Source: an optimization exercise on an open RTL-to-GDS flow (aim: small area, a short achievable clock period and few clock cycles per item). Production flows keep margins and buffers that such runs may drop.
In this exercise RTL edits were held to simulation tests only and were not proved equivalent to the original.

<file path="run.sh">
#!/bin/bash
# synth_recipe.tcl (not shown) runs the flow's synth.tcl, then flattens the netlist and writes it again
# the make line also repeats each setting of config.mk as NAME=value (left out here)
make -C /OpenROAD-flow-scripts/flow DESIGN_CONFIG=/design/flow/config.mk WORK_HOME=/design/flow/orfs CLKGATE_MAP_FILE= SYNTH_SCRIPT=/design/flow/synth_recipe.tcl finish
</file>
<file path="config.mk">
export PLATFORM = sky130hd
export DESIGN_NAME = contiguous_block_allocator
export DESIGN_NICKNAME = contiguous_block_allocator
export VERILOG_FILES = /design/flow/design.v
export SDC_FILE = /design/flow/constraint.sdc
export NUM_CORES = 4
export LEC_CHECK = 0
export CAP_MARGIN = 20
export CORE_MARGIN = 2
export CORE_UTILIZATION = 45
export SETUP_SLACK_MARGIN = 3
export SLEW_MARGIN = 20
</file>
<file path="constraint.sdc">
create_clock -name core_clock -period 10.0 [get_ports {clk_i}]
set_input_delay 2.0000 -clock core_clock [delete_from_list [all_inputs] [get_ports {clk_i}]]
set_output_delay 2.0000 -clock core_clock [all_outputs]
set_load 0.01 [all_outputs]
</file>
<file path="design.v">
`timescale 1ns / 1ps
`default_nettype none
package cba_pkg;
  localparam int NumBlocks = 256;
  localparam int IdxW      = $clog2(NumBlocks);
  localparam int CntW      = IdxW + 1;
  localparam int BytesW    = 20;
  localparam int BsW       = 13;
  localparam logic [BsW-1:0] BsReset = BsW'(64);
  localparam int PaddrW = 3;
  localparam logic [1:0] REQ_ALLOC  = 2'd0;
  localparam logic [1:0] REQ_RESIZE = 2'd1;
  localparam logic [1:0] REQ_FREE   = 2'd2;
  localparam logic [1:0] REQ_BAD    = 2'd3;
  localparam logic [1:0] ST_INPLACE = 2'd0;
  localparam logic [1:0] ST_PLACED  = 2'd1;
  localparam logic [1:0] ST_NOSPACE = 2'd2;
  localparam logic [1:0] ST_INVALID = 2'd3;
endpackage
`default_nettype wire
`timescale 1ns / 1ps
`default_nettype none
module cba_front #(
  parameter logic [7:0] Cut = 8'b0101_0100
) (
  input  wire logic                        clk_i,
  input  wire logic                        rst_ni,
  input  wire logic                        adv_i,
  input  wire logic [cba_pkg::BsW-1:0]     bs_i,      
  input  wire logic                        valid_i,
  input  wire logic [9:0]                  tag_i,     
  input  wire logic [cba_pkg::BytesW-1:0]  bytes_i,
  output logic                             valid_o,
  output logic [9:0]                       tag_o,
  output logic                             zero_o,    
  output logic                             big_o,     
  output logic [7:0]                       q_o        
);
  localparam int BsW = cba_pkg::BsW;
  localparam int BW  = cba_pkg::BytesW;
  logic [BW-1:0] c_in;
  always_comb begin
    for (int i = 0; i < BW; i++) begin
      c_in[i] = bytes_i[i] ^ ~(|(bytes_i & BW'((1 << i) - 1)));
    end
  end
  logic          v0_q, z0_q;
  logic [9:0]    t0_q;
  logic [BW-1:0] c0_q;
  always_ff @(posedge clk_i or negedge rst_ni) begin
    if (!rst_ni)    v0_q <= 1'b0;
    else if (adv_i) v0_q <= valid_i;
  end
  always_ff @(posedge clk_i) begin
    if (adv_i) begin
      t0_q <= tag_i;
      z0_q <= (bytes_i == '0);
      c0_q <= c_in;
    end
  end
  logic          sv   [9];
  logic [9:0]    st   [9];
  logic          sz   [9];
  logic          sbig [9];
  logic [BW:0]   srem [9];
  logic [7:0]    sq   [9];
  assign sv[8]   = v0_q;
  assign st[8]   = t0_q;
  assign sz[8]   = z0_q;
  assign sbig[8] = ({1'b0, c0_q[BW-1:8]} >= bs_i);
  assign srem[8] = {1'b0, c0_q};
  assign sq[8]   = '0;
  for (genvar k = 7; k >= 0; k--) begin : step
    logic [BsW:0] diff;
    logic         ge;
    logic [BW:0]  rem;
    logic [7:0]   q;
    always_comb begin
      diff = srem[k+1][k +: BsW+1] - {1'b0, bs_i};
      ge   = !diff[BsW];
      rem  = srem[k+1];
      if (ge) rem[k +: BsW+1] = diff;
      for (int i = k + BsW; i <= BW; i++) rem[i] = 1'b0;
      q    = sq[k+1];
      q[k] = ge;
    end
    if (Cut[k]) begin : cut
      logic          v_q;
      logic [9:0]    t_q;
      logic          z_q, big_q;
      logic [BW:0]   rem_q;
      logic [7:0]    q_q;
      always_ff @(posedge clk_i or negedge rst_ni) begin
        if (!rst_ni)    v_q <= 1'b0;
        else if (adv_i) v_q <= sv[k+1];
      end
      always_ff @(posedge clk_i) begin
        if (adv_i) begin
          t_q   <= st[k+1];
          z_q   <= sz[k+1];
          big_q <= sbig[k+1];
          rem_q <= rem;
          q_q   <= q;
        end
      end
      assign sv[k]   = v_q;
      assign st[k]   = t_q;
      assign sz[k]   = z_q;
      assign sbig[k] = big_q;
      assign srem[k] = rem_q;
      assign sq[k]   = q_q;
    end else begin : wire_through
      assign sv[k]   = sv[k+1];
      assign st[k]   = st[k+1];
      assign sz[k]   = sz[k+1];
      assign sbig[k] = sbig[k+1];
      assign srem[k] = rem;
      assign sq[k]   = q;
    end
  end
  assign valid_o = sv[0];
  assign tag_o   = st[0];
  assign zero_o  = sz[0];
  assign big_o   = sbig[0];
  assign q_o     = sq[0];
endmodule
`default_nettype wire
`timescale 1ns / 1ps
`default_nettype none
module cba_queue #(
  parameter int W = 20
) (
  input  wire logic         clk_i,
  input  wire logic         rst_ni,
  input  wire logic         push_valid_i,
  output logic              push_ready_o,
  input  wire logic [W-1:0] push_data_i,
  output logic              pop_valid_o,
  input  wire logic         pop_i,
  output logic [W-1:0]      pop_data_o,
  output logic              nxt_valid_o,
  output logic [W-1:0]      nxt_data_o
);
  logic [W-1:0] slot0_q, slot1_q;
  logic         wr_ptr_q, rd_ptr_q;
  logic [1:0]   count_q, count_d;
  logic         ready_q;
  logic         do_push, do_pop, keep;
  assign push_ready_o = ready_q;
  assign pop_valid_o  = (count_q != 2'd0);
  assign pop_data_o   = rd_ptr_q ? slot1_q : slot0_q;
  assign do_push      = push_valid_i && ready_q;
  assign do_pop       = pop_i && (count_q != 2'd0);
  assign count_d      = count_q + 2'(do_push) - 2'(do_pop);
  assign keep        = (count_q == 2'd2) || (count_q == 2'd1 && !do_pop);
  assign nxt_valid_o = keep || do_push;
  assign nxt_data_o  = !keep ? push_data_i :
                       ((rd_ptr_q ^ do_pop) ? slot1_q : slot0_q);
  always_ff @(posedge clk_i or negedge rst_ni) begin
    if (!rst_ni) begin
      wr_ptr_q <= 1'b0;
      rd_ptr_q <= 1'b0;
      count_q  <= 2'd0;
      ready_q  <= 1'b1;
    end else begin
      if (do_push) wr_ptr_q <= ~wr_ptr_q;
      if (do_pop)  rd_ptr_q <= ~rd_ptr_q;
      count_q <= count_d;
      ready_q <= (count_d != 2'd2);
    end
  end
  always_ff @(posedge clk_i) begin
    if (do_push && !wr_ptr_q) slot0_q <= push_data_i;
    if (do_push &&  wr_ptr_q) slot1_q <= push_data_i;
  end
endmodule
`default_nettype wire
`timescale 1ns / 1ps
`default_nettype none
module cba_ffs (
  input  wire logic [255:0] v_i,
  output logic              found_o,
  output logic [7:0]        idx_o
);
  for (genvar l = 0; l < 8; l++) begin : lv
    localparam int N = 128 >> l;
    logic [N-1:0]       vo;
    logic [N*(l+1)-1:0] io;
    for (genvar j = 0; j < N; j++) begin : nd
      if (l == 0) begin : leaf
        assign vo[j] = v_i[2*j] | v_i[2*j+1];
        assign io[j] = ~v_i[2*j];
      end else begin : node
        logic         vl, vh;
        logic [l-1:0] il, ih;
        assign vl = lv[l-1].vo[2*j];
        assign vh = lv[l-1].vo[2*j+1];
        assign il = lv[l-1].io[2*j*l +: l];
        assign ih = lv[l-1].io[(2*j+1)*l +: l];
        assign vo[j] = vl | vh;
        assign io[j*(l+1) +: l+1] = vl ? {1'b0, il} : {1'b1, ih};
      end
    end
  end
  assign found_o = lv[7].vo[0];
  assign idx_o   = lv[7].io[7:0];
endmodule
module cba_thermo (
  input  wire logic [8:0]   v_i,
  output logic [255:0]      ge_o
);
  logic [15:0] hi_gt, hi_eq, lo_ge;
  always_comb begin
    for (int k = 0; k < 16; k++) begin
      hi_gt[k] = (4'(k) > v_i[7:4]);
      hi_eq[k] = (4'(k) == v_i[7:4]);
      lo_ge[k] = (4'(k) >= v_i[3:0]);
    end
    for (int i = 0; i < 256; i++) begin
      ge_o[i] = !v_i[8] && (hi_gt[i/16] || (hi_eq[i/16] && lo_ge[i%16]));
    end
  end
endmodule
module cba_back (
  input  wire logic                        clk_i,
  input  wire logic                        rst_ni,
  input  wire logic                        hd_valid_i,
  output logic                             hd_pop_o,
  input  wire logic [1:0]                  hd_req_i,
  input  wire logic [7:0]                  hd_handle_i,
  input  wire logic                        hd_zero_i,
  input  wire logic                        hd_big_i,
  input  wire logic [7:0]                  hd_q_i,       
  input  wire logic                        nx_valid_i,
  input  wire logic [1:0]                  nx_req_i,
  input  wire logic [7:0]                  nx_handle_i,
  input  wire logic                        nx_zero_i,
  input  wire logic                        nx_big_i,
  output logic                             rsp_valid_o,
  input  wire logic                        rsp_ready_i,
  output logic [1:0]                       rsp_status_o,
  output logic [7:0]                       rsp_start_o,
  output logic [8:0]                       rsp_cur_o,
  output logic [8:0]                       rsp_peak_o
);
  function automatic logic carry16(input logic [15:0] g, input logic [15:0] p, input logic cin);
    logic [7:0] g1, p1;
    logic [3:0] g2, p2;
    logic [1:0] g3, p3;
    logic       g4, p4;
    for (int i = 0; i < 8; i++) begin
      g1[i] = g[2*i+1] | (p[2*i+1] & g[2*i]);
      p1[i] = p[2*i+1] & p[2*i];
    end
    for (int i = 0; i < 4; i++) begin
      g2[i] = g1[2*i+1] | (p1[2*i+1] & g1[2*i]);
      p2[i] = p1[2*i+1] & p1[2*i];
    end
    for (int i = 0; i < 2; i++) begin
      g3[i] = g2[2*i+1] | (p2[2*i+1] & g2[2*i]);
      p3[i] = p2[2*i+1] & p2[2*i];
    end
    g4 = g3[1] | (p3[1] & g3[0]);
    p4 = p3[1] & p3[0];
    carry16 = g4 | (p4 & cin);
  endfunction
  function automatic logic ge9(input logic [8:0] x, input logic [8:0] y);
    ge9 = carry16({7'd0, x & ~y}, {7'h7f, x | ~y}, 1'b1);
  endfunction
  logic [255:0] used_q, start_q, used_e, start_e;
  logic [7:0]   cursor_q, cursor_d;
  logic [8:0]   usage_q, peak_q, peak_m;
  logic         srch_q, move_q, rsz_q, rel_q, pass2_q;
  logic         srch_d, move_d, rsz_d, rel_d, pass2_d;
  logic [7:0]   x_q, x_d;
  logic [8:0]   e_q, e_d;
  logic [7:0]   a_q, a_d;
  logic         w_rng_q, w_set_q, w_sop_q, w_sset_q, w_resp_q;
  logic         w_rng_d, w_set_d, w_sop_d, w_sset_d, w_resp_d;
  logic [8:0]   w_lo_q, w_hi_q, w_lo_d, w_hi_d;
  logic [1:0]   w_st_q, w_st_d;
  logic [7:0]   w_rs_q, w_rs_d;
  logic         r_vld_q;
  logic [1:0]   r_st_q;
  logic [7:0]   r_rs_q;
  logic         rsp_vld_q;
  logic [1:0]   rsp_st_q;
  logic [7:0]   rsp_rs_q;
  logic [8:0]   rsp_cur_q, rsp_peak_q;
  logic         go, done, load;
  logic [255:0] ge_wlo, ge_whi, wmask;
  cba_thermo u_ge_wlo (.v_i(w_lo_q), .ge_o(ge_wlo));
  cba_thermo u_ge_whi (.v_i(w_hi_q), .ge_o(ge_whi));
  assign wmask = ge_wlo & ~ge_whi;
  always_comb begin
    for (int i = 0; i < 256; i++) begin
      used_e[i]  = (w_rng_q && wmask[i]) ? w_set_q : used_q[i];
      start_e[i] = (w_sop_q && ge_wlo[i] && (i == 0 || !ge_wlo[(i == 0) ? 0 : i-1])) ? w_sset_q
                                                                                    : start_q[i];
    end
  end
  logic [255:0] ge_x, gt_x, va, vb;
  logic         fa, fb, fit, fit_len, in_lim, live, nz;
  logic [7:0]   a8, b8;
  logic [8:0]   a, b, e9, apn, hn, cur_n;
  logic [9:0]   cs_s, cs_c, cs_m;
  cba_thermo u_ge_x (.v_i({1'b0, x_q}), .ge_o(ge_x));
  assign gt_x = {ge_x[254:0], 1'b0};
  assign va = ge_x & (~used_e | ({256{rsz_q}} & start_e & gt_x));
  assign vb = gt_x & start_e & ({256{rsz_q}} | ~{used_e[254:0], 1'b1});
  cba_ffs u_ffs_a (.v_i(va), .found_o(fa), .idx_o(a8));
  cba_ffs u_ffs_b (.v_i(vb), .found_o(fb), .idx_o(b8));
  assign a  = {1'b0, a8};
  assign b  = fb ? {1'b0, b8} : 9'd256;
  assign e9 = fa ? a : 9'd256;
  assign cs_s    = {1'b0, b} ^ ~{2'b0, a8} ^ ~{2'b0, hd_q_i};
  assign cs_c    = {cs_m[8:0], 1'b1};
  assign cs_m    = ({1'b0, b} & ~{2'b0, a8}) | ({1'b0, b} & ~{2'b0, hd_q_i}) |
                   (~{2'b0, a8} & ~{2'b0, hd_q_i});
  assign fit_len = !(cs_s[9] ^ cs_c[9] ^
                     carry16({7'd0, cs_s[8:0] & cs_c[8:0]}, {7'h7f, cs_s[8:0] | cs_c[8:0]}, 1'b0));
  assign in_lim  = !pass2_q || !ge9(a, {1'b0, cursor_q});
  assign fit     = fa && fit_len && in_lim;
  assign apn     = {1'b0, a8} + {1'b0, hd_q_i} + 9'd1;
  assign hn    = {1'b0, hd_handle_i} + {1'b0, hd_q_i} + 9'd1;
  assign live  = start_e[hd_handle_i];
  assign nz    = hd_req_i == cba_pkg::REQ_FREE || hd_zero_i;
  assign cur_n = {1'b0, cursor_q} + {1'b0, hd_q_i} + 9'd1;
  always_comb begin
    done     = 1'b0;
    w_rng_d  = 1'b0;
    w_set_d  = 1'b0;
    w_sop_d  = 1'b0;
    w_sset_d = 1'b0;
    w_lo_d   = a;
    w_hi_d   = apn;
    w_resp_d = 1'b0;
    w_st_d   = cba_pkg::ST_INVALID;
    w_rs_d   = '0;
    cursor_d = cursor_q;
    srch_d   = srch_q;
    move_d   = move_q;
    rsz_d    = rsz_q;
    rel_d    = rel_q;
    pass2_d  = pass2_q;
    x_d      = x_q;
    e_d      = e_q;
    a_d      = a_q;
    if (srch_q) begin
      if (fit) begin
        w_rng_d  = 1'b1;
        w_set_d  = 1'b1;
        w_sop_d  = 1'b1;
        w_sset_d = 1'b1;
        cursor_d = cur_n[8] ? 8'd0 : cur_n[7:0];
        if (move_q) begin
          srch_d = 1'b0;
          move_d = 1'b0;
          rel_d  = 1'b1;
          a_d    = a8;
        end else begin
          done     = 1'b1;
          w_resp_d = 1'b1;
          w_st_d   = cba_pkg::ST_PLACED;
          w_rs_d   = a8;
        end
      end else if (!pass2_q) begin
        if (fa && fb) begin
          x_d = b8;
        end else begin
          x_d     = '0;
          pass2_d = 1'b1;
        end
      end else if (fa && fb && !ge9(b, {1'b0, cursor_q})) begin
        x_d = b8;
      end else begin
        done     = 1'b1;
        w_resp_d = 1'b1;
        w_st_d   = cba_pkg::ST_NOSPACE;
      end
    end else if (rsz_q) begin
      w_lo_d = {1'b0, hd_handle_i};
      w_hi_d = e9;
      if (!live) begin
        done     = 1'b1;
        w_resp_d = 1'b1;
      end else if (nz) begin
        done     = 1'b1;
        w_resp_d = 1'b1;
        w_st_d   = cba_pkg::ST_INPLACE;
        w_rs_d   = hd_handle_i;
        w_rng_d  = 1'b1;
        w_sop_d  = 1'b1;
      end else if (hd_big_i) begin
        done     = 1'b1;
        w_resp_d = 1'b1;
        w_st_d   = cba_pkg::ST_NOSPACE;
      end else if (hn == e9) begin
        done     = 1'b1;
        w_resp_d = 1'b1;
        w_st_d   = cba_pkg::ST_INPLACE;
        w_rs_d   = hd_handle_i;
      end else if (!ge9(hn, e9)) begin
        done     = 1'b1;
        w_resp_d = 1'b1;
        w_st_d   = cba_pkg::ST_INPLACE;
        w_rs_d   = hd_handle_i;
        w_rng_d  = 1'b1;
        w_lo_d   = hn;
        w_hi_d   = e9;
      end else if (ge9(b, hn)) begin
        done     = 1'b1;
        w_resp_d = 1'b1;
        w_st_d   = cba_pkg::ST_INPLACE;
        w_rs_d   = hd_handle_i;
        w_rng_d  = 1'b1;
        w_set_d  = 1'b1;
        w_lo_d   = e9;
        w_hi_d   = hn;
      end else begin
        rsz_d   = 1'b0;
        srch_d  = 1'b1;
        move_d  = 1'b1;
        x_d     = cursor_q;
        pass2_d = 1'b0;
        e_d     = e9;
      end
    end else if (rel_q) begin
      done     = 1'b1;
      w_resp_d = 1'b1;
      w_st_d   = cba_pkg::ST_PLACED;
      w_rs_d   = a_q;
      w_rng_d  = 1'b1;
      w_sop_d  = 1'b1;
      w_lo_d   = {1'b0, hd_handle_i};
      w_hi_d   = e_q;
    end else begin
      done     = 1'b1;
      w_resp_d = 1'b1;
      w_st_d   = (hd_req_i == cba_pkg::REQ_ALLOC && !hd_zero_i) ? cba_pkg::ST_NOSPACE
                                                                : cba_pkg::ST_INVALID;
    end
    if (!hd_valid_i || !go) begin
      done     = 1'b0;
      w_rng_d  = 1'b0;
      w_sop_d  = 1'b0;
      w_resp_d = 1'b0;
      cursor_d = cursor_q;
      srch_d   = srch_q;
      move_d   = move_q;
      rsz_d    = rsz_q;
      rel_d    = rel_q;
      pass2_d  = pass2_q;
      x_d      = x_q;
      e_d      = e_q;
      a_d      = a_q;
    end
    load = !hd_valid_i || done;
    if (load) begin
      rsz_d   = nx_valid_i && (nx_req_i == cba_pkg::REQ_RESIZE || nx_req_i == cba_pkg::REQ_FREE);
      srch_d  = nx_valid_i && nx_req_i == cba_pkg::REQ_ALLOC && !nx_zero_i && !nx_big_i;
      move_d  = 1'b0;
      rel_d   = 1'b0;
      pass2_d = 1'b0;
      x_d     = rsz_d ? nx_handle_i : cursor_d;
    end
  end
  assign go       = !rsp_vld_q || rsp_ready_i;
  assign hd_pop_o = done;
  assign peak_m = (usage_q > peak_q) ? usage_q : peak_q;
  always_ff @(posedge clk_i or negedge rst_ni) begin
    if (!rst_ni) begin
      used_q    <= '0;
      start_q   <= '0;
      cursor_q  <= '0;
      usage_q   <= '0;
      peak_q    <= '0;
      srch_q    <= 1'b0;
      move_q    <= 1'b0;
      rsz_q     <= 1'b0;
      rel_q     <= 1'b0;
      pass2_q   <= 1'b0;
      x_q       <= '0;
      w_rng_q   <= 1'b0;
      w_sop_q   <= 1'b0;
      w_resp_q  <= 1'b0;
      r_vld_q   <= 1'b0;
      rsp_vld_q <= 1'b0;
    end else begin
      used_q   <= used_e;
      start_q  <= start_e;
      peak_q   <= peak_m;
      cursor_q <= cursor_d;
      srch_q   <= srch_d;
      move_q   <= move_d;
      rsz_q    <= rsz_d;
      rel_q    <= rel_d;
      pass2_q  <= pass2_d;
      x_q      <= x_d;
      if (go) begin
        w_rng_q   <= w_rng_d;
        w_sop_q   <= w_sop_d;
        w_resp_q  <= w_resp_d;
        r_vld_q   <= w_resp_q;
        rsp_vld_q <= r_vld_q;
        if (w_rng_q) usage_q <= w_set_q ? usage_q + (w_hi_q - w_lo_q) : usage_q - (w_hi_q - w_lo_q);
      end
    end
  end
  always_ff @(posedge clk_i) begin
    e_q <= e_d;
    a_q <= a_d;
    if (go) begin
      w_set_q  <= w_set_d;
      w_sset_q <= w_sset_d;
      w_lo_q   <= w_lo_d;
      w_hi_q   <= w_hi_d;
      w_st_q   <= w_st_d;
      w_rs_q   <= w_rs_d;
      r_st_q   <= w_st_q;
      r_rs_q   <= w_rs_q;
      rsp_st_q   <= r_st_q;
      rsp_rs_q   <= r_rs_q;
      rsp_cur_q  <= usage_q;
      rsp_peak_q <= peak_m;
    end
  end
  assign rsp_valid_o  = rsp_vld_q;
  assign rsp_status_o = rsp_st_q;
  assign rsp_start_o  = rsp_rs_q;
  assign rsp_cur_o    = rsp_cur_q;
  assign rsp_peak_o   = rsp_peak_q;
endmodule
`default_nettype wire
`timescale 1ns / 1ps
`default_nettype none
module contiguous_block_allocator (
  input  wire logic              clk_i,
  input  wire logic              rst_ni,
  input  wire logic              req_valid,
  output logic                   req_ready,
  input  wire logic [1:0]        req_type,
  input  wire logic [7:0]        req_handle,
  input  wire logic [19:0]       req_size_bytes,
  output logic                   rsp_valid,
  input  wire logic              rsp_ready,
  output logic [1:0]             rsp_status,
  output logic [7:0]             rsp_start_block,
  output logic [8:0]             rsp_current_usage,
  output logic [8:0]             rsp_peak_usage,
  input  wire logic              psel,
  input  wire logic              penable,
  input  wire logic              pwrite,
  input  wire logic [cba_pkg::PaddrW-1:0] paddr,
  input  wire logic [31:0]       pwdata,
  output logic [31:0]            prdata,
  output logic                   pready
);
  localparam int BsW = cba_pkg::BsW;
  logic [BsW-1:0] block_size_q, bs_eff;
  logic           bs_zero_q;
  assign pready = 1'b1;
  assign prdata = paddr[2] ? 32'd0 : {{(32-BsW){1'b0}}, block_size_q};
  assign bs_eff = {block_size_q[BsW-1:1], block_size_q[0] | bs_zero_q};
  always_ff @(posedge clk_i or negedge rst_ni) begin
    if (!rst_ni) begin
      block_size_q <= cba_pkg::BsReset;
      bs_zero_q    <= 1'b0;
    end else if (psel && penable && pwrite && !paddr[2]) begin
      block_size_q <= pwdata[BsW-1:0];
      bs_zero_q    <= (pwdata[BsW-1:0] == '0);
    end
  end
  logic        adv, f_valid, f_zero, f_big, h_valid, h_pop, n_valid;
  logic [9:0]  f_tag;
  logic [7:0]  f_q;
  logic [19:0] h_data, n_data;
  assign req_ready = adv;
  cba_front u_front (
    .clk_i   (clk_i),
    .rst_ni  (rst_ni),
    .adv_i   (adv),
    .bs_i    (bs_eff),
    .valid_i (req_valid && adv),
    .tag_i   ({req_type, req_handle}),
    .bytes_i (req_size_bytes),
    .valid_o (f_valid),
    .tag_o   (f_tag),
    .zero_o  (f_zero),
    .big_o   (f_big),
    .q_o     (f_q)
  );
  cba_queue #(.W(20)) u_queue (
    .clk_i        (clk_i),
    .rst_ni       (rst_ni),
    .push_valid_i (f_valid),
    .push_ready_o (adv),
    .push_data_i  ({f_tag, f_zero, f_big, f_q}),
    .pop_valid_o  (h_valid),
    .pop_i        (h_pop),
    .pop_data_o   (h_data),
    .nxt_valid_o  (n_valid),
    .nxt_data_o   (n_data)
  );
  cba_back u_back (
    .clk_i        (clk_i),
    .rst_ni       (rst_ni),
    .hd_valid_i   (h_valid),
    .hd_pop_o     (h_pop),
    .hd_req_i     (h_data[19:18]),
    .hd_handle_i  (h_data[17:10]),
    .hd_zero_i    (h_data[9]),
    .hd_big_i     (h_data[8]),
    .hd_q_i       (h_data[7:0]),
    .nx_valid_i   (n_valid),
    .nx_req_i     (n_data[19:18]),
    .nx_handle_i  (n_data[17:10]),
    .nx_zero_i    (n_data[9]),
    .nx_big_i     (n_data[8]),
    .rsp_valid_o  (rsp_valid),
    .rsp_ready_i  (rsp_ready),
    .rsp_status_o (rsp_status),
    .rsp_start_o  (rsp_start_block),
    .rsp_cur_o    (rsp_current_usage),
    .rsp_peak_o   (rsp_peak_usage)
  );
endmodule
`default_nettype wire
</file>
==> impl_metrics.py, run 1 <==
metrics = {
    "detailed_routing": {
        "drc": 0,
        "drtAntennaViolNets": 0,
        "wl_per_cell_um": 40.4,
        "detail_route.first_pass.iterations": 14,
        "vias": 89000,
        "drtIter0Drc": 16200,
        "vias_per_cell": 7.47,
        "drt_wl_total_mm": 481,
    },
    "final_layout": {
        "seq_area_mm2": 0.0222,
        "multiInputGateArea_mm2": 0.0463,
        "fillers": 13200,
        "area_delta_synth_final_pct": 33.6,
        "layout.cells.non_filler": 11900,
        "drive_gt1_share_pct": 29.9,
        "nets": 10000,
    },
    "critical_path": {
        "cpMaxStageDelayCell": "a211oi_4",
        "critPathTopFamily": "adder cells",
        "cp.arrival_ns": 10.72,
        "startpoint_type": "register",
        "cp_max_fo": 13,
        "critPathMaxStageDelay_ns": 0.72,
        "worst-setup-path-type": "register to register",
        "worstPathRequired_ns": 10.66,
        "critical_path_buf_inv_count": 8,
        "crit_top_cell": "maj3_2",
        "endpoint_kind": "register",
    },
    "floorplan": {
        "num_io_pins": 135,
        "row_count": 144,
        "die_h_um": 399,
        "die-area_mm2": 0.159,
        "initial_core_util_pct": 45.4,
        "die_x_um": 399,
        "core_mm2": 0.154,
    },
    "synthesis": {
        "synth-seq-cells": 834,
        "synth_top_family_by_area": "compound AO/OA/AOI/OAI gates",
        "synth_edf_count": 255,
        "synthAdderAreaFrac_pct": 4.25,
        "syn_area_mm2": 0.0701,
        "yosys_most_used_dff": "dfrtp_1",
        "postSynthAreaPerCell_um2": 8.47,
        "seq_area_frac_synth_pct": 31.6,
        "synthCells": 8280,
        "async_flop_share_pct": 69.4,
        "synthSimpleGateAreaFrac_pct": 21.0,
        "yosysUniqueCellTypes": 142,
        "synthXorXnorAreaFrac_pct": 1.46,
        "yosys_warnings": 11,
        "muxShareOfSynthArea_pct": 5.95,
        "synth_compound_area_share_pct": 28.8,
    },
    "flow_run": {
        "drv_cap": 2,
    },
    "clocking": {
        "cts_tree": "built",
        "numCtsBuffers": 104,
        "cts-root-buf": "clkbuf_16",
        "clock_sinks": 834,
        "clkTransAtPathRegs_ns": 0.06,
        "ctsHoldBuffers": 0,
        "h-tree-depth": 3,
        "cts_max_path_buffers": 3,
        "worstSkewPairLatency_ns": 0.81,
    },
    "outcome": {
        "violations": "max-capacitance violations, max-slew violations, negative setup slack",
        "status": "complete, but fails checks",
    },
    "global_route": {
        "first_global_vias": 79600,
        "grt_usage_pct": 56.5,
        "overflow": 0,
        "grt_pass1_wl_mm": 628,
        "antenna_found_initial": 59,
        "grt_max_degree": 126,
    },
    "timing": {
        "fin_tns_setup_ns": -0.127,
        "setup_viol": 4,
        "tightest_slew_ns": 1.56,
        "fin_crit_ns": 10.05,
        "hold_viol": 0,
        "setup_slack_ns": -0.0543,
        "rsz0062_at_grt": "yes",
        "maxSlewViolCount": 10,
        "post-route-period-util_pct": 101,
        "fmax_ghz": 0.0995,
        "slew_headroom_pct": -6.97,
        "skew_ns": 0.0373,
    },
    "placement": {
        "dp_cells": 11500,
        "gp_congestion": 1.22,
        "io_buffers": 93,
        "place_hpwl_mm": 350,
    },
    "hold_path": {
        "holdCritPathClass": "register to register",
    },
}
layout make-up:
type / instances / area share, %
Timing Repair Buffer: 1963 / 18.1
Multi-Input combinational cell: 6354 / 49.5
Inverter: 465 / 1.89
Antenna cell: 63 / 0.168
Clock inverter: 44 / 0.761
Clock buffer: 146 / 3.16
Tap cell: 2044 / 2.73
Sequential cell: 834 / 23.7
per-stage QoR:
stage	area [um2]	hold slack (ns)	util (%)	setup WS [ns]
after CTS	90100	0.416	58.4	0.206
after global routing	93500	0.416	60.6	-0.178
final	93700	0.414	60.7	-0.0543
after detailed placement	85500	0.405	55.4	-0.429
after floorplan	70500	0.400	-	0.822
after global placement	85500	0.401	55.4	-0.403
layer usage:
metal	track usage (%)	vias up	share of wire [%]
met4	48.9	50	12
met3	33.2	3097	17
met5	4.66	-	0.22
li1	-	34600	-
met1	64.3	42400	34
met2	73.7	8886	37
what timing repair did:
action,CTS,global route
gates resized for setup,159,507
pin swaps,33,176
setup endpoints to repair,119,119
gates cloned,0,14
buffers inserted,28,115
path summary, 6_finish.rpt:
path                                                 start                         end  slack [ns]  depth (start not counted)
worst min-delay path            u_front.step[6].cut.t_q[2]  u_front.step[4].cut.t_q[2]        0.41                          0
worst min register to register  u_front.step[6].cut.t_q[2]  u_front.step[4].cut.t_q[2]        0.41                          0
worst max register to register            u_back.w_lo_q[6]               u_back.x_q[7]       -0.05                         40
max in group asynchronous                           rst_ni            u_back.peak_q[1]        6.41                          3
min in group asynchronous                           rst_ni           u_back.used_q[91]        1.29                          1
worst max-delay path                      u_back.w_lo_q[6]               u_back.x_q[7]       -0.05                         40
Yosys cell counts (176+ instances only):
| library cell | number | area, um2 |
|---|---|---|
| nand2_1 | 663 | 2490 |
| dfrtp_1 | 577 | 14400 |
| nor2_1 | 534 | 2000 |
| a21oi_1 | 497 | 2490 |
| o21ai_0 | 479 | 2400 |
| inv_1 | 458 | 1720 |
| clkbuf_1 | 318 | 1190 |
| nand3_1 | 281 | 1410 |
| edfxtp_1 | 255 | 7660 |
| o211ai_1 | 221 | 1660 |
| mux2i_1 | 213 | 2130 |
| o31ai_1 | 207 | 1550 |
| ha_1 | 198 | 2480 |
| nor3_1 | 180 | 901 |
| nand4_1 | 176 | 1100 |
worst register-to-register path, delay by kind of cell (launching register included):
family,cells,cell delay (ns)
AO/OA/AOI/OAI,7,1.80
XOR/XNOR,1,0.18
adder cells (fa/ha/maj),9,2.89
buffers and inverters,8,1.35
flip-flops,1,0.41
multiplexers,4,0.90
AND/OR/NAND/NOR,11,2.39
cell usage in the layout, fill, tap and decap left out, types with 71 or more instances in the layout:
cell and count:
a211oi_1 139, a21o_1 90, a21oi_1 453, a22oi_1 82
a31oi_1 83, and2_1 102, buf_12 125, buf_4 1663
clkbuf_16 110, clkdlybuf4s50_1 92, dfrtp_1 567, edfxtp_1 255
ha_1 194, inv_1 447, mux2_2 164, mux2i_1 193
nand2_1 641, nand2b_1 96, nand3_1 273, nand4_1 176
nor2_1 510, nor3_1 161, o211ai_1 221, o21ai_0 424
o22ai_1 71, o31ai_1 158, or3_1 75
registers in the layout, summed over array words and instances, names as in the netlist, 8 cells and up:
name and cells:
u_back.x_q 8, u_back.usage_q 9, u_back.a_q 8, u_back.e_q 9
u_front.step.cut.q_q 12, u_back.rsp_rs_q 8, u_front.t0_q 10, u_back.rsp_cur_q 9
u_back.rsp_peak_q 9, block_size_q 13, u_front.c0_q 20, u_back.used_q 256
u_back.w_rs_q 8, u_queue.slot1_q 20, u_back.w_hi_q 9, u_back.start_q 256
u_back.peak_q 9, u_queue.slot0_q 20, u_back.r_rs_q 8, u_back.w_lo_q 9
u_front.step.cut.rem_q 51, u_front.step.cut.t_q 30, u_back.cursor_q 8
logic make-up (layout without fill, tap and decap cells):
logic type	after synthesis	count (layout)
xor+xnor	115	123
buf+inv	1118	2618
flops	834	834
mux	392	392
simple gates	2726	2726
other cells	2	83
compound gates	2865	2865
fa+ha+maj	228	228
Testbench counts, summed over its fixed seeds: cycles 6,558, items 4,000.
==> run 2, diff against run 1 <==
--- a/design.v
+++ b/design.v
@@ -140,3 +140,3 @@
   output logic [W-1:0]      pop_data_o,
-  output logic              nxt_valid_o,
+  output logic              nxt_valid_o,   
   output logic [W-1:0]      nxt_data_o
@@ -147,3 +147,3 @@
   logic         ready_q;
-  logic         do_push, do_pop, keep;
+  logic         do_push, do_pop;
   assign push_ready_o = ready_q;
@@ -153,7 +153,11 @@
   assign do_pop       = pop_i && (count_q != 2'd0);
-  assign count_d      = count_q + 2'(do_push) - 2'(do_pop);
-  assign keep        = (count_q == 2'd2) || (count_q == 2'd1 && !do_pop);
-  assign nxt_valid_o = keep || do_push;
-  assign nxt_data_o  = !keep ? push_data_i :
-                       ((rd_ptr_q ^ do_pop) ? slot1_q : slot0_q);
+  always_comb begin
+    unique case (count_q)
+      2'd0:    count_d = do_push ? 2'd1 : 2'd0;
+      2'd1:    count_d = do_pop ? (do_push ? 2'd1 : 2'd0) : (do_push ? 2'd2 : 2'd1);
+      default: count_d = do_pop ? 2'd1 : 2'd2;
+    endcase
+  end
+  assign nxt_valid_o = (count_q == 2'd2) || do_push;
+  assign nxt_data_o  = (count_q == 2'd2) ? (rd_ptr_q ? slot0_q : slot1_q) : push_data_i;
   always_ff @(posedge clk_i or negedge rst_ni) begin
@@ -207,16 +211,88 @@
 endmodule
-module cba_thermo (
+module cba_tpre (
   input  wire logic [8:0]   v_i,
-  output logic [255:0]      ge_o
+  output logic [47:0]       pd_o     
 );
-  logic [15:0] hi_gt, hi_eq, lo_ge;
   always_comb begin
     for (int k = 0; k < 16; k++) begin
-      hi_gt[k] = (4'(k) > v_i[7:4]);
-      hi_eq[k] = (4'(k) == v_i[7:4]);
-      lo_ge[k] = (4'(k) >= v_i[3:0]);
+      pd_o[k]      = !v_i[8] && (4'(k) > v_i[7:4]);
+      pd_o[16 + k] = !v_i[8] && (4'(k) == v_i[7:4]);
+      pd_o[32 + k] = (4'(k) >= v_i[3:0]);
     end
+  end
+endmodule
+module cba_texp (
+  input  wire logic [47:0]  pd_i,
+  output logic [255:0]      ge_o
+);
+  always_comb begin
     for (int i = 0; i < 256; i++) begin
-      ge_o[i] = !v_i[8] && (hi_gt[i/16] || (hi_eq[i/16] && lo_ge[i%16]));
+      ge_o[i] = pd_i[i/16] || (pd_i[16 + i/16] && pd_i[32 + i%16]);
+    end
+  end
+endmodule
+module cba_thermo (
+  input  wire logic [8:0]   v_i,
+  output logic [255:0]      ge_o
+);
+  logic [47:0] pd;
+  cba_tpre u_pre (.v_i(v_i), .pd_o(pd));
+  cba_texp u_exp (.pd_i(pd), .ge_o(ge_o));
+endmodule
+module cba_inc_add8 (
+  input  wire logic [7:0] x_i,
+  input  wire logic [7:0] y_i,
+  output logic [8:0]      s_o
+);
+  logic [7:0] g0, p0, g1, p1, g2, p2, g3, p3, h;
+  always_comb begin
+    h  = x_i ^ y_i;
+    g0 = x_i & y_i;
+    p0 = x_i | y_i;
+    g0[0] = x_i[0] | y_i[0];
+    p0[0] = 1'b0;
+    for (int i = 0; i < 8; i++) begin
+      g1[i] = (i % 2 == 1) ? (g0[i] | (p0[i] & g0[i-1])) : g0[i];
+      p1[i] = (i % 2 == 1) ? (p0[i] & p0[i-1]) : p0[i];
+    end
+    for (int i = 0; i < 8; i++) begin
+      g2[i] = (i % 4 >= 2) ? (g1[i] | (p1[i] & g1[(i/4)*4+1])) : g1[i];
+      p2[i] = (i % 4 >= 2) ? (p1[i] & p1[(i/4)*4+1]) : p1[i];
+    end
+    for (int i = 0; i < 8; i++) begin
+      g3[i] = (i >= 4) ? (g2[i] | (p2[i] & g2[3])) : g2[i];
+      p3[i] = (i >= 4) ? (p2[i] & p2[3]) : p2[i];
+    end
+    s_o[0] = ~h[0];
+    for (int i = 1; i < 8; i++) s_o[i] = h[i] ^ g3[i-1];
+    s_o[8] = g3[7];
+  end
+endmodule
+module cba_fits (
+  input  wire logic [7:0] a_i,
+  input  wire logic [8:0] b_i,
+  input  wire logic [7:0] q_i,
+  output logic            fit_o
+);
+  logic [9:0] s, m, c;
+  logic [9:0] g0, p0;
+  logic [4:0] g1, p1;
+  logic       g2a, p2a, g2b, p2b, c8, c9;
+  always_comb begin
+    s = {1'b0, b_i} ^ ~{2'b0, a_i} ^ ~{2'b0, q_i};
+    m = ({1'b0, b_i} & ~{2'b0, a_i}) | ({1'b0, b_i} & ~{2'b0, q_i}) | (~{2'b0, a_i} & ~{2'b0, q_i});
+    c = {m[8:0], 1'b1};
+    g0 = s & c;
+    p0 = s | c;
+    for (int i = 0; i < 4; i++) begin
+      g1[i] = g0[2*i+1] | (p0[2*i+1] & g0[2*i]);
+      p1[i] = p0[2*i+1] & p0[2*i];
     end
+    g2a = g1[1] | (p1[1] & g1[0]);
+    p2a = p1[1] & p1[0];
+    g2b = g1[3] | (p1[3] & g1[2]);
+    p2b = p1[3] & p1[2];
+    c8  = g2b | (p2b & g2a);
+    c9  = g0[8] | (p0[8] & c8);
+    fit_o = !(s[9] ^ c[9] ^ c9);
   end
@@ -277,3 +353,3 @@
   logic [7:0]   a_q, a_d;
-  logic         w_rng_q, w_set_q, w_sop_q, w_sset_q, w_resp_q;
+  logic         w_rng_q, w_set_q, w_resp_q;
   logic         w_rng_d, w_set_d, w_sop_d, w_sset_d, w_resp_d;
@@ -290,11 +366,15 @@
   logic         go, done, load;
-  logic [255:0] ge_wlo, ge_whi, wmask;
-  cba_thermo u_ge_wlo (.v_i(w_lo_q), .ge_o(ge_wlo));
-  cba_thermo u_ge_whi (.v_i(w_hi_q), .ge_o(ge_whi));
-  assign wmask = ge_wlo & ~ge_whi;
+  logic         pd_rng_q, pd_set_q, pd_sop_q, pd_sset_q;
+  logic [47:0]  pd_lo_q, pd_hi_q, pd_lo_d, pd_hi_d;
+  logic [255:0] ge_wlo, ge_whi;
+  cba_tpre u_pre_lo (.v_i(w_lo_d), .pd_o(pd_lo_d));
+  cba_tpre u_pre_hi (.v_i(w_hi_d), .pd_o(pd_hi_d));
+  cba_texp u_exp_lo (.pd_i(pd_lo_q), .ge_o(ge_wlo));
+  cba_texp u_exp_hi (.pd_i(pd_hi_q), .ge_o(ge_whi));
   always_comb begin
     for (int i = 0; i < 256; i++) begin
-      used_e[i]  = (w_rng_q && wmask[i]) ? w_set_q : used_q[i];
-      start_e[i] = (w_sop_q && ge_wlo[i] && (i == 0 || !ge_wlo[(i == 0) ? 0 : i-1])) ? w_sset_q
-                                                                                    : start_q[i];
+      used_e[i]  = (pd_rng_q && ge_wlo[i] && !ge_whi[i]) ? pd_set_q : used_q[i];
+      start_e[i] = (pd_sop_q && pd_lo_q[16 + i/16] && pd_lo_q[32 + i%16] &&
+                    (i % 16 == 0 || !pd_lo_q[32 + ((i % 16 == 0) ? 0 : i%16 - 1)])) ? pd_sset_q
+                                                                                      : start_q[i];
     end
@@ -305,3 +385,2 @@
   logic [8:0]   a, b, e9, apn, hn, cur_n;
-  logic [9:0]   cs_s, cs_c, cs_m;
   cba_thermo u_ge_x (.v_i({1'b0, x_q}), .ge_o(ge_x));
@@ -315,15 +394,10 @@
   assign e9 = fa ? a : 9'd256;
-  assign cs_s    = {1'b0, b} ^ ~{2'b0, a8} ^ ~{2'b0, hd_q_i};
-  assign cs_c    = {cs_m[8:0], 1'b1};
-  assign cs_m    = ({1'b0, b} & ~{2'b0, a8}) | ({1'b0, b} & ~{2'b0, hd_q_i}) |
-                   (~{2'b0, a8} & ~{2'b0, hd_q_i});
-  assign fit_len = !(cs_s[9] ^ cs_c[9] ^
-                     carry16({7'd0, cs_s[8:0] & cs_c[8:0]}, {7'h7f, cs_s[8:0] | cs_c[8:0]}, 1'b0));
+  cba_fits u_fits (.a_i(a8), .b_i(b), .q_i(hd_q_i), .fit_o(fit_len));
   assign in_lim  = !pass2_q || !ge9(a, {1'b0, cursor_q});
   assign fit     = fa && fit_len && in_lim;
-  assign apn     = {1'b0, a8} + {1'b0, hd_q_i} + 9'd1;
-  assign hn    = {1'b0, hd_handle_i} + {1'b0, hd_q_i} + 9'd1;
+  cba_inc_add8 u_apn (.x_i(a8), .y_i(hd_q_i), .s_o(apn));
+  cba_inc_add8 u_hn (.x_i(hd_handle_i), .y_i(hd_q_i), .s_o(hn));
   assign live  = start_e[hd_handle_i];
   assign nz    = hd_req_i == cba_pkg::REQ_FREE || hd_zero_i;
-  assign cur_n = {1'b0, cursor_q} + {1'b0, hd_q_i} + 9'd1;
+  cba_inc_add8 u_cur_n (.x_i(cursor_q), .y_i(hd_q_i), .s_o(cur_n));
   always_comb begin
@@ -484,4 +558,5 @@
       w_rng_q   <= 1'b0;
-      w_sop_q   <= 1'b0;
       w_resp_q  <= 1'b0;
+      pd_rng_q  <= 1'b0;
+      pd_sop_q  <= 1'b0;
       r_vld_q   <= 1'b0;
@@ -499,5 +574,6 @@
       x_q      <= x_d;
+      pd_rng_q <= w_rng_d;
+      pd_sop_q <= w_sop_d;
       if (go) begin
         w_rng_q   <= w_rng_d;
-        w_sop_q   <= w_sop_d;
         w_resp_q  <= w_resp_d;
@@ -510,7 +586,10 @@
   always_ff @(posedge clk_i) begin
-    e_q <= e_d;
-    a_q <= a_d;
+    e_q       <= e_d;
+    a_q       <= a_d;
+    pd_set_q  <= w_set_d;
+    pd_sset_q <= w_sset_d;
+    pd_lo_q   <= pd_lo_d;
+    pd_hi_q   <= pd_hi_d;
     if (go) begin
       w_set_q  <= w_set_d;
-      w_sset_q <= w_sset_d;
       w_lo_q   <= w_lo_d;
--- a/config.mk
+++ b/config.mk
@@ -9,4 +9,6 @@
 export CORE_MARGIN = 2
-export CORE_UTILIZATION = 45
-export SETUP_SLACK_MARGIN = 3
+export CORE_UTILIZATION = 40
+export GPL_TIMING_DRIVEN = 0
+export SETUP_SLACK_MARGIN = 2.5
 export SLEW_MARGIN = 20
+export SYNTH_HIERARCHICAL = 1
==> impl_metrics.py, run 2 <==
metrics = {
    "outcome": {
        "status": "finished clean",
    },
    "timing": {
        "rsz0062_at_grt": "yes",
        "fin_crit_ns": 7.63,
        "tightest_slew_ns": 1.34,
        "hold_viol": 0,
        "post-route-period-util_pct": 76.3,
        "fmax_ghz": 0.131,
        "setup_viol": 0,
        "setup_slack_ns": 2.37,
        "skew_ns": 0.0649,
        "maxSlewViolCount": 0,
        "slew_headroom_pct": 10.4,
    },
    "detailed_routing": {
        "drtAntennaViolNets": 0,
        "detail_route.first_pass.iterations": 7,
        "drt_wl_total_mm": 346,
        "vias_per_cell": 6.18,
        "wl_per_cell_um": 31.7,
        "vias": 67500,
        "drc": 0,
        "drtIter0Drc": 8447,
    },
    "global_route": {
        "first_global_vias": 62500,
        "grt_usage_pct": 36.9,
        "grt_max_degree": 93,
        "antenna_found_initial": 20,
        "overflow": 0,
        "grt_pass1_wl_mm": 474,
    },
    "clocking": {
        "cts_tree": "built",
        "worstSkewPairLatency_ns": 0.82,
        "cts_max_path_buffers": 3,
        "clkTransAtPathRegs_ns": 0.06,
        "clock_sinks": 932,
        "h-tree-depth": 3,
        "numCtsBuffers": 110,
        "cts-root-buf": "clkbuf_16",
        "ctsHoldBuffers": 0,
    },
    "hold_path": {
        "holdCritPathClass": "register to register",
    },
    "critical_path": {
        "startpoint_type": "register",
        "endpoint_kind": "register",
        "worstPathRequired_ns": 10.65,
        "cp.arrival_ns": 8.28,
        "crit_top_cell": "buf_4",
        "worst-setup-path-type": "register to register",
        "critPathMaxStageDelay_ns": 0.52,
        "cpMaxStageDelayCell": "dfrtp_2",
        "cp_max_fo": 10,
    },
    "placement": {
        "io_buffers": 93,
        "gp_congestion": 1.08,
        "place_hpwl_mm": 264,
        "place_worst_setup_slack_ns": -1.78,
    },
    "final_layout": {
        "area_delta_synth_final_pct": 18.9,
        "layout_commonest_cell": "nand2_1",
        "fillers": 16800,
        "nets": 8766,
        "final_cell_mix": "833 x nand2_1, 813 x a21o_1, 571 x dfrtp_1, 562 x inv_1, 546 x nor2_1",
        "drive_gt1_share_pct": 21.6,
        "final_core_util_pct": 47.9,
    },
    "floorplan": {
        "die_x_um": 425,
        "initial_core_util_pct": 40.3,
        "die-area_mm2": 0.181,
        "die_h_um": 425,
        "core_mm2": 0.176,
        "row_count": 154,
        "num_io_pins": 135,
    },
    "synthesis": {
        "postSynthAreaPerCell_um2": 8.84,
        "syn_area_mm2": 0.0711,
        "synthCells": 8035,
        "yosys_warnings": 20,
    },
    "flow_run": {
        "drv_cap": 0,
    },
}
run 2: worst paths after layout:
path | startpoint | to | slack (ns) | cells past startpoint
min in group asynchronous | rst_ni | u_back.w_resp_q | 1.09 | 1
worst max register to register | u_back.pd_sop_q | u_back.pd_hi_q[12] | 2.37 | 33
worst min register to register | u_front.step[4].cut.t_q[9] | u_front.step[2].cut.t_q[9] | 0.41 | 0
worst min-delay path | u_front.step[4].cut.t_q[9] | u_front.step[2].cut.t_q[9] | 0.41 | 0
worst max-delay path | u_back.pd_sop_q | u_back.pd_hi_q[12] | 2.37 | 33
max in group asynchronous | rst_ni | u_back.used_q[80] | 7.17 | 4
run 2: per-layer routing:
layer  up-vias  global-route usage, %  routed length [um]
met3      1060                   11.9               41100
met4        16                   21.5               24000
met2      3919                   53.6              143000
li1      29400                      -                   -
met1     33100                   47.8              138000
met5         -                      0                 265
run 2: worst max-delay path, delay by kind of cell, from the launching register on:
family | cells | cell delay (ns)
buffers and inverters | 10 | 1.71
adders and majority gates | 2 | 0.41
xor gates and xnor gates | 1 | 0.17
and+or+nand+nor | 11 | 2.14
muxes | 1 | 0.48
DFF | 1 | 0.52
AOI/OAI and AO/OA | 8 | 1.97
run 2: cell type report:
| cell class | count | area (um2) | area share (%) |
|---|---|---|---|
| multi-input combinational | 5905 | 42700 | 50.6 |
| tap | 2340 | 2930 | 3.46 |
| inverter | 583 | 2210 | 2.62 |
| buffer | 640 | 5480 | 6.48 |
| antenna | 14 | 35.0 | 0.0415 |
| clock inverter | 55 | 707 | 0.836 |
| sequential | 932 | 24200 | 28.6 |
| timing repair buffer | 291 | 2970 | 3.52 |
| clock buffer | 154 | 3300 | 3.91 |
run 2: repair_timing:
action / 4_1_cts / 5_1_grt
endpoints found under the setup margin: 171 / 141
gates resized for setup: 576 / 478
gates cloned: 2 / 3
pin swaps: 79 / 105
buffers inserted: 97 / 68
run 2: metrics by stage:
step           hold WS (ns)  cells  area (um2)  TNS (ns)
2_1_floorplan         0.400   8059       71100         0
3_3_place_gp          0.401  10500       75000         -
3_5_place_dp          0.405  10500       75700   -129.00
4_1_cts               0.416  10800       82500         0
5_1_grt               0.420  10900       84500         0
6_report              0.413  10900       84500         0
Testbench counts of run 2, summed over its fixed seeds: cycles 6,558, items 4,000.
==> run 3, diff against run 2 <==
--- a/design.v
+++ b/design.v
@@ -354,3 +354,3 @@
   logic         w_rng_q, w_set_q, w_resp_q;
-  logic         w_rng_d, w_set_d, w_sop_d, w_sset_d, w_resp_d;
+  logic         w_rng_d, w_set_d, w_sop_d, w_resp_d;
   logic [8:0]   w_lo_q, w_hi_q, w_lo_d, w_hi_d;
@@ -366,15 +366,22 @@
   logic         go, done, load;
-  logic         pd_rng_q, pd_set_q, pd_sop_q, pd_sset_q;
-  logic [47:0]  pd_lo_q, pd_hi_q, pd_lo_d, pd_hi_d;
+  logic [47:0]  pre_lo, pre_hi;
+  logic [31:0]  pd_lo_q, pd_lo_d;         
+  logic [15:0]  pd_lge_q;                 
+  logic [47:0]  pd_hi_q;
+  logic [15:0]  pd_seh_q, pd_seh_d;       
+  logic [15:0]  pd_sel_q, pd_sel_d;       
   logic [255:0] ge_wlo, ge_whi;
-  cba_tpre u_pre_lo (.v_i(w_lo_d), .pd_o(pd_lo_d));
-  cba_tpre u_pre_hi (.v_i(w_hi_d), .pd_o(pd_hi_d));
-  cba_texp u_exp_lo (.pd_i(pd_lo_q), .ge_o(ge_wlo));
+  cba_tpre u_pre_lo (.v_i(w_lo_d), .pd_o(pre_lo));
+  cba_tpre u_pre_hi (.v_i(w_hi_d), .pd_o(pre_hi));
+  cba_texp u_exp_lo (.pd_i({pd_lge_q, pd_lo_q}), .ge_o(ge_wlo));
   cba_texp u_exp_hi (.pd_i(pd_hi_q), .ge_o(ge_whi));
   always_comb begin
+    pd_lo_d  = pre_lo[31:0] & {32{w_rng_d}};
+    pd_seh_d = pre_lo[31:16] & {16{w_sop_d}};
+    for (int k = 0; k < 16; k++) begin
+      pd_sel_d[k] = pre_lo[32 + k] && (k == 0 || !pre_lo[32 + ((k == 0) ? 0 : k - 1)]);
+    end
     for (int i = 0; i < 256; i++) begin
-      used_e[i]  = (pd_rng_q && ge_wlo[i] && !ge_whi[i]) ? pd_set_q : used_q[i];
-      start_e[i] = (pd_sop_q && pd_lo_q[16 + i/16] && pd_lo_q[32 + i%16] &&
-                    (i % 16 == 0 || !pd_lo_q[32 + ((i % 16 == 0) ? 0 : i%16 - 1)])) ? pd_sset_q
-                                                                                      : start_q[i];
+      used_e[i]  = used_q[i] ^ (ge_wlo[i] && !ge_whi[i]);
+      start_e[i] = start_q[i] ^ (pd_seh_q[i/16] && pd_sel_q[i%16]);
     end
@@ -407,3 +414,2 @@
     w_sop_d  = 1'b0;
-    w_sset_d = 1'b0;
     w_lo_d   = a;
@@ -427,3 +433,2 @@
         w_sop_d  = 1'b1;
-        w_sset_d = 1'b1;
         cursor_d = cur_n[8] ? 8'd0 : cur_n[7:0];
@@ -559,4 +564,4 @@
       w_resp_q  <= 1'b0;
-      pd_rng_q  <= 1'b0;
-      pd_sop_q  <= 1'b0;
+      pd_lo_q   <= '0;
+      pd_seh_q  <= '0;
       r_vld_q   <= 1'b0;
@@ -574,4 +579,4 @@
       x_q      <= x_d;
-      pd_rng_q <= w_rng_d;
-      pd_sop_q <= w_sop_d;
+      pd_lo_q  <= pd_lo_d;
+      pd_seh_q <= pd_seh_d;
       if (go) begin
@@ -588,6 +593,5 @@
     a_q       <= a_d;
-    pd_set_q  <= w_set_d;
-    pd_sset_q <= w_sset_d;
-    pd_lo_q   <= pd_lo_d;
-    pd_hi_q   <= pd_hi_d;
+    pd_lge_q  <= pre_lo[47:32];
+    pd_sel_q  <= pd_sel_d;
+    pd_hi_q   <= pre_hi;
     if (go) begin
==> impl_metrics.py, run 3 <==
metrics = {
    "outcome": {
        "status": "finished clean",
    },
    "synthesis": {
        "yosys_warnings": 20,
        "synthCells": 8089,
        "postSynthAreaPerCell_um2": 8.99,
        "syn_area_mm2": 0.0727,
    },
    "critical_path": {
        "startpoint_type": "register",
        "cp.arrival_ns": 8.40,
        "critPathTopFamily": "buffers and inverters",
        "r2r_cells": 20,
        "r2r_end": "u_back.pd_lo_q[21]",
        "r2r_slack_ns": 2.33,
        "endpoint_kind": "register",
        "r2r-start": "u_queue.rd_ptr_q",
        "critical_path_buf_inv_count": 8,
        "cp_max_fo": 10,
        "critPathMaxStageDelay_ns": 0.66,
        "cpMaxStageDelayCell": "buf_2",
        "crit_top_cell": "buf_2",
        "worst-setup-path-type": "register to register",
        "crit_chain": "buf_6, buf_6, mux2_2, buf_6, buf_2, buf_2, buf_2, buf_2, mux2i_1, nand2_1, nand4_1, o21ai_0, o311a_1, o211ai_2, nor3_2, a221o_1, buf_8, or3b_4, nor2_4, and2_4",
        "worstSetupPathDepth": 20,
        "worstPathRequired_ns": 10.73,
    },
    "floorplan": {
        "initial_core_util_pct": 40.2,
        "num_io_pins": 135,
        "die_x_um": 430,
        "row_count": 156,
        "core_mm2": 0.181,
        "die_h_um": 430,
        "die-area_mm2": 0.185,
    },
    "global_route": {
        "overflow": 0,
        "grt_max_degree": 98,
        "antenna_found_initial": 33,
        "grt_usage_pct": 39.4,
        "grt_pass1_wl_mm": 510,
        "first_global_vias": 64600,
    },
    "clocking": {
        "clock_sinks": 959,
        "h-tree-depth": 3,
        "cts-root-buf": "clkbuf_16",
        "ctsHoldBuffers": 0,
        "cts_tree": "built",
        "worstSkewPairLatency_ns": 0.82,
        "cts_max_path_buffers": 3,
        "clkTransAtPathRegs_ns": 0.06,
        "numCtsBuffers": 115,
    },
    "final_layout": {
        "nets": 8810,
        "fillers": 17100,
        "final_core_util_pct": 47.9,
        "area_delta_synth_final_pct": 19.1,
        "final_cell_mix": "812 x a21o_1, 731 x nand2_1, 609 x dfrtp_1, 523 x a21oi_1, 496 x xnor2_1",
        "seq_area_mm2": 0.0249,
        "final_area_mm2": 0.0866,
        "drive_gt1_share_pct": 19.1,
        "layout_commonest_cell": "a21o_1",
        "multiInputGateArea_mm2": 0.0452,
    },
    "timing": {
        "post-route-period-util_pct": 76.7,
        "tightest_slew_ns": 1.37,
        "setup_viol": 0,
        "skew_ns": 0.0317,
        "rsz0062_at_grt": "yes",
        "fmax_ghz": 0.130,
        "hold_viol": 0,
        "slew_headroom_pct": 8.64,
        "maxSlewViolCount": 0,
        "setup_slack_ns": 2.33,
        "fin_crit_ns": 7.67,
    },
    "placement": {
        "io_buffers": 93,
        "place_worst_setup_slack_ns": -1.32,
        "placed_area_mm2": 0.0775,
        "place_hpwl_mm": 277,
        "gp_congestion": 1.08,
    },
    "detailed_routing": {
        "detail_route.first_pass.iterations": 9,
        "drtIter0Drc": 8648,
        "drtAntennaViolNets": 0,
        "drc": 0,
        "wl_per_cell_um": 34.2,
        "drt_wl_total_mm": 376,
        "vias": 68800,
        "vias_per_cell": 6.25,
    },
    "hold_path": {
        "min_to": "u_front.step[2].cut.q_q[7]",
        "holdCritPathClass": "register to register",
        "min_path_cells": 0,
        "hp-start": "u_front.step[4].cut.q_q[7]",
    },
    "flow_run": {
        "drv_cap": 0,
    },
}
[run 3: changes by cell type in the layout (fill, tap and decap cells not counted), moves of 102 or more]
cell / change
inv_1: -242
mux2_2: -196
mux2i_1: -221
nand2_1: -102
nand2b_1: +271
nor2_1: -212
xnor2_1: +424
[run 3: stage by stage]
step | TNS [ns] | hold slack, ns | cells
after CTS | 0 | 0.419 | 10900
after global routing | 0 | 0.423 | 11000
after detailed placement | -84.52 | 0.405 | 10600
after floorplan | 0 | 0.400 | 8113
after global placement | - | 0.400 | 10600
final | 0 | 0.417 | 11000
[run 3: how the worst max path moves through the flow]
| stage | start | endpoint | slack (ns) |
|---|---|---|---|
| after floorplan | u_back.pd_seh_q[5] | u_back.x_q[5] | 2.86 |
| after global placement | rst_ni | u_back.used_q[92] | -22.90 |
| after detailed placement | u_back.pd_sel_q[8] | u_back.pd_lo_q[19] | -1.32 |
| after CTS | u_back.x_q[6] | u_back.pd_seh_q[2] | 2.45 |
| after global routing | u_back.x_q[4] | u_queue.count_q[0] | 2.44 |
| final | u_queue.rd_ptr_q | u_back.pd_lo_q[21] | 2.33 |
[run 3: per-layer routing]
layer | up-vias | global-route usage (%) | wire [um] | part of all wire, %
li1 | 29800 | - | - | -
met1 | 34200 | 50.2 | 150000 | 40
met2 | 3733 | 58.7 | 159000 | 42
met3 | 1004 | 10.2 | 36500 | 9.7
met4 | 18 | 26.1 | 30400 | 8.1
met5 | - | 0 | 312 | 0.083
[run 3: area by class of cell]
| class | instances | area share, % |
|---|---|---|
| multi-input cells | 6223 | 52.2 |
| flip-flops and latches | 959 | 28.8 |
| plain buffers | 605 | 6.17 |
| clock buffers | 150 | 3.70 |
| well taps | 2370 | 3.43 |
| repair buffers | 277 | 3.26 |
| inverters | 326 | 1.43 |
| clock inverters | 67 | 0.939 |
| diodes | 26 | 0.0752 |
[run 3: what timing repair did]
action | in CTS | in global routing
resized for setup | 547 | 425
setup buffers | 89 | 59
cloned | 0 | 1
endpoints found under the setup margin | 196 | 176
endpoints found under the hold margin | 0 | 0
pin swaps | 71 | 104
Testbench counts of run 3, summed over its fixed seeds: cycles 6,558, items 4,000.
==> run 4, diff against run 3 <==
--- a/config.mk
+++ b/config.mk
@@ -9,3 +9,3 @@
 export CORE_MARGIN = 2
-export CORE_UTILIZATION = 40
+export CORE_UTILIZATION = 55
 export GPL_TIMING_DRIVEN = 0
==> impl_metrics.py, run 4 <==
metrics = {
    "outcome": {
        "status": "finished clean",
    },
    "detailed_routing": {
        "drtIter0Drc": 11000,
        "wl_per_cell_um": 34.3,
        "vias": 71100,
        "drc": 0,
        "drtAntennaViolNets": 0,
        "vias_per_cell": 6.88,
        "detail_route.first_pass.iterations": 21,
        "drt_wl_total_mm": 355,
    },
    "critical_path": {
        "worst-setup-path-type": "register to register",
        "r2r_end": "u_back.pd_seh_q[13]",
        "endpoint_kind": "register",
        "r2r_slack_ns": 2.25,
        "crit_path_end": "u_back.pd_seh_q[13]",
        "r2r-start": "u_queue.rd_ptr_q",
        "cp_max_fo": 10,
        "r2r_cells": 19,
        "worstPathRequired_ns": 10.67,
        "cp-startpoint": "u_queue.rd_ptr_q",
        "cp.arrival_ns": 8.42,
        "startpoint_type": "register",
    },
    "floorplan": {
        "die_h_um": 368,
        "num_io_pins": 135,
        "die-area_mm2": 0.135,
        "die_x_um": 368,
        "initial_core_util_pct": 55.4,
        "row_count": 133,
        "core_mm2": 0.131,
    },
    "global_route": {
        "grt_usage_pct": 50.7,
        "grt_max_degree": 97,
        "first_global_vias": 66500,
        "grt_pass1_wl_mm": 488,
        "antenna_found_initial": 22,
        "overflow": 0,
    },
    "placement": {
        "placed_area_mm2": 0.0766,
        "place_hpwl_mm": 263,
        "gp_congestion": 1.14,
        "io_buffers": 93,
    },
    "synthesis": {
        "postSynthAreaPerCell_um2": 8.99,
        "syn_area_mm2": 0.0727,
        "yosys_warnings": 20,
        "synthCells": 8089,
    },
    "final_layout": {
        "final_area_mm2": 0.0851,
        "layout_commonest_cell": "a21o_1",
        "nets": 8773,
        "final_cell_mix": "813 x a21o_1, 733 x nand2_1, 618 x dfrtp_1, 535 x a21oi_1, 490 x xnor2_1",
        "area_delta_synth_final_pct": 17.1,
        "final_core_util_pct": 64.8,
        "drive_gt1_share_pct": 18.1,
    },
    "timing": {
        "skew_ns": 0.0418,
        "rsz0062_at_grt": "yes",
        "setup_viol": 0,
        "fin_crit_ns": 7.75,
        "hold_viol": 0,
        "tightest_slew_ns": 1.34,
        "maxSlewViolCount": 0,
        "fmax_ghz": 0.129,
        "post-route-period-util_pct": 77.5,
        "slew_headroom_pct": 9.96,
    },
    "clocking": {
        "cts_tree": "built",
        "worstSkewPairLatency_ns": 0.78,
        "ctsHoldBuffers": 0,
        "clock_sinks": 959,
        "cts_max_path_buffers": 3,
        "h-tree-depth": 3,
        "cts-root-buf": "clkbuf_16",
        "clkTransAtPathRegs_ns": 0.07,
        "numCtsBuffers": 108,
    },
    "hold_path": {
        "holdCritPathClass": "register to register",
    },
    "flow_run": {
        "drv_cap": 0,
    },
}
==> run 4: repair_timing <==
action                     in CTS  in global routing
gates resized for setup       516                386
setup endpoints to repair     203                175
buffers inserted               83                 47
gates cloned                    0                  1
pin swaps                      57                 96
==> run 4: worst min-delay path by stage <==
stage / to / slack (ns) / cells past startpoint / from
6_report: u_front.step[2].cut.q_q[4] / 0.42 / 0 / u_front.step[4].cut.q_q[4]
5_1_grt: u_front.step[6].cut.t_q[9] / 0.42 / 0 / u_front.t0_q[9]
4_1_cts: u_front.step[4].cut.t_q[5] / 0.39 / 0 / u_front.step[6].cut.t_q[5]
3_5_place_dp: u_back.rsp_rs_q[0] / 0.40 / 0 / u_back.r_rs_q[0]
3_3_place_gp: u_front.step[4].cut.z_q / 0.40 / 0 / u_front.step[6].cut.z_q
2_1_floorplan: u_back.r_rs_q[0] / 0.40 / 0 / u_back.w_rs_q[0]
==> run 4: metrics by stage <==
step	hold WS (ns)	setup TNS, ns	setup WS (ns)	std cells
after floorplan	0.400	0	2.86	8113
after global placement	0.400	-	-22.14	9961
after detailed placement	0.405	-131.39	-1.44	9984
after CTS	0.392	0	2.49	10300
after global routing	0.419	0	2.42	10300
final	0.417	0	2.25	10300
==> run 4: cell type report <==
type                            count  area (um2)
Antenna cell                       23        57.6
Buffer                            605        5060
Clock buffer                      147        3060
Clock inverter                     57         821
Fill cell                       10400       46200
Inverter                          326        1240
Multi-Input combinational cell   6223       45300
Sequential cell                   959       24900
Tap cell                         1755        2200
Timing Repair Buffer              247        2540
==> run 4: worst max-delay path, stage by stage, from the launching register on <==
cell and delay (ns):
dfrtp_1 0.43, buf_6 0.19, buf_6 0.16, mux2_2 0.33, clkbuf_1 0.72, nor2b_2 0.83, clkbuf_2 0.58, o221ai_1 0.24
a211oi_1 0.24, nor4_1 0.13, a31oi_1 0.28, nor4b_1 0.70, a311o_1 0.53, o211ai_2 0.30, nor3_2 0.45, a221o_2 0.39
buf_6 0.20, or3b_4 0.46, nor2_2 0.20, and2_2 0.26
==> run 4: layer usage <==
metal | up-vias | GRT usage (%) | share of wire [%]
met2 | 5485 | 71.6 | 40
met1 | 34400 | 61.9 | 36
li1 | 29700 | - | -
met4 | 24 | 37.9 | 9.2
met5 | - | 0.249 | 0.13
met3 | 1522 | 20.5 | 14

afterwards: timing with drivers on the ports:
How much do the figures lean on ideal ports? The routed layouts below were timed once more, with nothing changed but the port constraints.
Step 1 sets driving cells, clkbuf_16 on the clock port and buf_2 on the other inputs (assumed; they add their load-dependent delay and slew).
Step 2, shift: input delay + t, output delay - t, t = (earliest + latest rising clock arrival at the registers) / 2. This alone moves slack from input paths to output paths.
a / b / c = ideal / step 1 / step 2; a / b = the first two.
| run | shift t [ns] | slack for setup (ns) | worst setup path after step 2 | clock arrival spread, ns | slew at the worst register clock pin (ns) |
|---|---|---|---|---|---|
| run 1 | 0.883 | -0.054 / -0.054 / -0.054 | register to register | 0.038 / 0.038 | 0.07 / 0.07 |
| run 2 | 0.873 | 2.373 / 2.373 / 2.373 | register to register | 0.065 / 0.065 | 0.07 / 0.07 |
| run 3 | 0.899 | 2.332 / 2.332 / 2.332 | register to register | 0.031 / 0.032 | 0.07 / 0.07 |
| run 4 | 0.843 | 2.248 / 2.248 / 2.248 | register to register | 0.043 / 0.043 | 0.07 / 0.07 |
